This design comes from an exercise in tuning for small area and a short achievable clock period on the open sky130 flow, not from production work.
Where RTL was checked, it was by simulation tests only, not by an equivalence proof against the original.
No activity file was given, so power comes from the tool's default toggle rates.

delta:
// sram_arb_top
module sram_arb_top (
  input  logic         clk,
  input  logic         rst,
  input  logic [3:0]   en,
  input  logic [3:0]   wr,
  input  logic [127:0] wr_data,
  input  logic [27:0]  addr,
  output logic [3:0]   gnt,
  output logic [3:0]   rd_valid,
  output logic [31:0]  rd_data
);
==> module sram_arb, before the edit <==
module sram_arb
#(
  parameter int DATA_W = sram_arb_pkg::DEF_DATA_W,
  parameter int ADDR_W = sram_arb_pkg::DEF_ADDR_W,
  parameter int NCH    = sram_arb_pkg::DEF_NCH,
  parameter int RD_LAT = sram_arb_pkg::DEF_RD_LAT
) (
  input  logic                  clk,
  input  logic                  rst,
  input  logic [NCH-1:0]        en,
  input  logic [NCH-1:0]        wr,
  input  logic [NCH*DATA_W-1:0] wr_data,
  input  logic [NCH*ADDR_W-1:0] addr,
  output logic [NCH-1:0]        gnt,
  output logic [NCH-1:0]        rd_valid,
  output logic [DATA_W-1:0]     rd_data
);
  localparam int DEPTH = 2 ** ADDR_W;
  logic [ADDR_W-1:0] sel_addr;
  logic [DATA_W-1:0] sel_wdata;
  localparam int LO_W = ADDR_W / 2;
  localparam int HI_W = ADDR_W - LO_W;
  logic [2**LO_W-1:0] sel_lo;
  logic [2**HI_W-1:0] sel_hi;
  logic [2**LO_W-1:0] req_lo;
  logic [2**HI_W-1:0] req_hi;
  logic [DATA_W-1:0] req_wdata;
  logic              req_we;
  logic [NCH-1:0]    rd_v0;
  logic [NCH-1:0]    rd_v1;
  logic [DATA_W-1:0] mem [DEPTH];
  logic [DEPTH-1:0]  row;
  logic [DATA_W-1:0] rd_word;
  logic [DATA_W-1:0] rd_q;
  rr_arbiter #(.NCH(NCH)) u_arb (
    .clk (clk),
    .rst (rst),
    .req (en),
    .gnt (gnt)
  );
  always_comb begin
    sel_addr  = '0;
    sel_wdata = '0;
    for (int i = 0; i < NCH; i++) begin
      sel_addr  = sel_addr  | ({ADDR_W{gnt[i]}} & addr[i*ADDR_W +: ADDR_W]);
      sel_wdata = sel_wdata | ({DATA_W{gnt[i]}} & wr_data[i*DATA_W +: DATA_W]);
    end
  end
  always_comb begin
    for (int k = 0; k < 2**LO_W; k++) sel_lo[k] = (sel_addr[LO_W-1:0] == LO_W'(k));
    for (int k = 0; k < 2**HI_W; k++) sel_hi[k] = (sel_addr[ADDR_W-1:LO_W] == HI_W'(k));
  end
  always_ff @(posedge clk) begin
    req_lo    <= sel_lo;
    req_hi    <= sel_hi;
    req_wdata <= sel_wdata;
    req_we    <= |(gnt & wr);
  end
  always_ff @(posedge clk or posedge rst) begin
    if (rst) begin
      rd_v0 <= '0;
      rd_v1 <= '0;
    end else begin
      rd_v0 <= gnt & ~wr;
      rd_v1 <= rd_v0;
    end
  end
  always_comb begin
    for (int r = 0; r < DEPTH; r++) row[r] = req_hi[r >> LO_W] & req_lo[r % (2**LO_W)];
  end
  always_ff @(posedge clk) begin
    for (int r = 0; r < DEPTH; r++) begin
      if (req_we && row[r]) mem[r] <= req_wdata;
    end
  end
  for (genvar b = 0; b < DATA_W; b++) begin : g_rd
    logic [DEPTH-1:0] col;
    always_comb begin
      for (int r = 0; r < DEPTH; r++) col[r] = mem[r][b];
    end
    sram_arb_rdmux #(.N(DEPTH)) u_mux (.sel(row), .d(col), .y(rd_word[b]));
  end
  always_ff @(posedge clk) rd_q <= rd_word;
  assign rd_valid = rd_v1;
  assign rd_data  = rd_q;
endmodule
make LEC_CHECK=0 CAP_MARGIN=20 CORE_MARGIN=2 CORE_UTILIZATION=65 CTS_BUF_LIST='sky130_fd_sc_hd__clkbuf_8 sky130_fd_sc_hd__clkbuf_16' CTS_CLUSTER_DIAMETER=100 CTS_CLUSTER_SIZE=30 PLACE_DENSITY=0.75 SETUP_SLACK_MARGIN=3.0 SLEW_MARGIN=20 SYNTH_HIERARCHICAL=1 SYNTH_MINIMUM_KEEP_SIZE=0 finish   # period 6.3 ns
run.sh (not shown) runs the stock make flow with config.mk's settings and CLKGATE_MAP_FILE= SYNTH_SCRIPT=/design/flow/synth_recipe.tcl, a recipe that flattens the netlist after the stock synthesis.
delta finished every step from synthesis to the final layout, and the layout passed the timing, DRC and antenna checks.
Modified inputs, amber compared to delta
diff --git a/flow/design.v b/flow/design.v
--- a/flow/design.v
+++ b/flow/design.v
@@ -59,12 +59,7 @@
   localparam int DEPTH = 2 ** ADDR_W;
   logic [ADDR_W-1:0] sel_addr;
   logic [DATA_W-1:0] sel_wdata;
-  localparam int LO_W = ADDR_W / 2;
-  localparam int HI_W = ADDR_W - LO_W;
-  logic [2**LO_W-1:0] sel_lo;
-  logic [2**HI_W-1:0] sel_hi;
-  logic [2**LO_W-1:0] req_lo;
-  logic [2**HI_W-1:0] req_hi;
+  logic [ADDR_W-1:0] req_addr;
   logic [DATA_W-1:0] req_wdata;
   logic              req_we;
   logic [NCH-1:0]    rd_v0;
@@ -87,13 +82,8 @@
       sel_wdata = sel_wdata | ({DATA_W{gnt[i]}} & wr_data[i*DATA_W +: DATA_W]);
     end
   end
-  always_comb begin
-    for (int k = 0; k < 2**LO_W; k++) sel_lo[k] = (sel_addr[LO_W-1:0] == LO_W'(k));
-    for (int k = 0; k < 2**HI_W; k++) sel_hi[k] = (sel_addr[ADDR_W-1:LO_W] == HI_W'(k));
-  end
   always_ff @(posedge clk) begin
-    req_lo    <= sel_lo;
-    req_hi    <= sel_hi;
+    req_addr  <= sel_addr;
     req_wdata <= sel_wdata;
     req_we    <= |(gnt & wr);
   end
@@ -107,7 +97,7 @@
     end
   end
   always_comb begin
-    for (int r = 0; r < DEPTH; r++) row[r] = req_hi[r >> LO_W] & req_lo[r % (2**LO_W)];
+    for (int r = 0; r < DEPTH; r++) row[r] = (req_addr == ADDR_W'(r));
   end
   always_ff @(posedge clk) begin
     for (int r = 0; r < DEPTH; r++) begin
==> run summary <==
amber did not stop at any stage, and its layout met the timing, DRC and antenna checks.
Going from delta to amber, CTS buffer count shrinks by 1.
Compared with delta, amber ends up with more cell area.
The multi-input combinational cell count of delta and that of amber are within noise of each other.
Taking delta as the reference, in amber worst path required time moved up; power higher; final critical-path share of the clock period rose by 3.1 points.
amber against delta: maximum number of pins on one net before global-route repair up about 4%, simple-gate portion of the synthesized area down 0.31 points, layout clock buffer count down 2.5%, worst ir drop on vdd down 4.6%.
The RTL of amber was laid out without a check of its function.

afterwards: timing with drivers on the ports:
How much do the figures lean on ideal ports? The routed layouts below were timed once more, with nothing changed but the port constraints.
Step 1, drivers: a clkbuf_16 drives clk and a buf_2 each remaining input, both assumed.
Step 2 also shifts input and output timing later by t, the mid clock arrival at the registers, as if the neighbouring blocks saw the same clock.
a / b / c = no drivers / after step 1 / after step 2; a / b = the first two.
run | t, ns | setup slack, ns | worst register clock-pin slew, ns
delta | 0.975 | 2.857 / 2.755 / 2.121 | 0.12 / 0.12
amber | 0.958 | 2.659 / 2.659 / 2.659 | 0.12 / 0.12
After both steps setup and hold are still met in every run listed. The setup slack of delta, which loses most, moves by -0.102 ns with the drivers and by -0.736 ns with both steps.
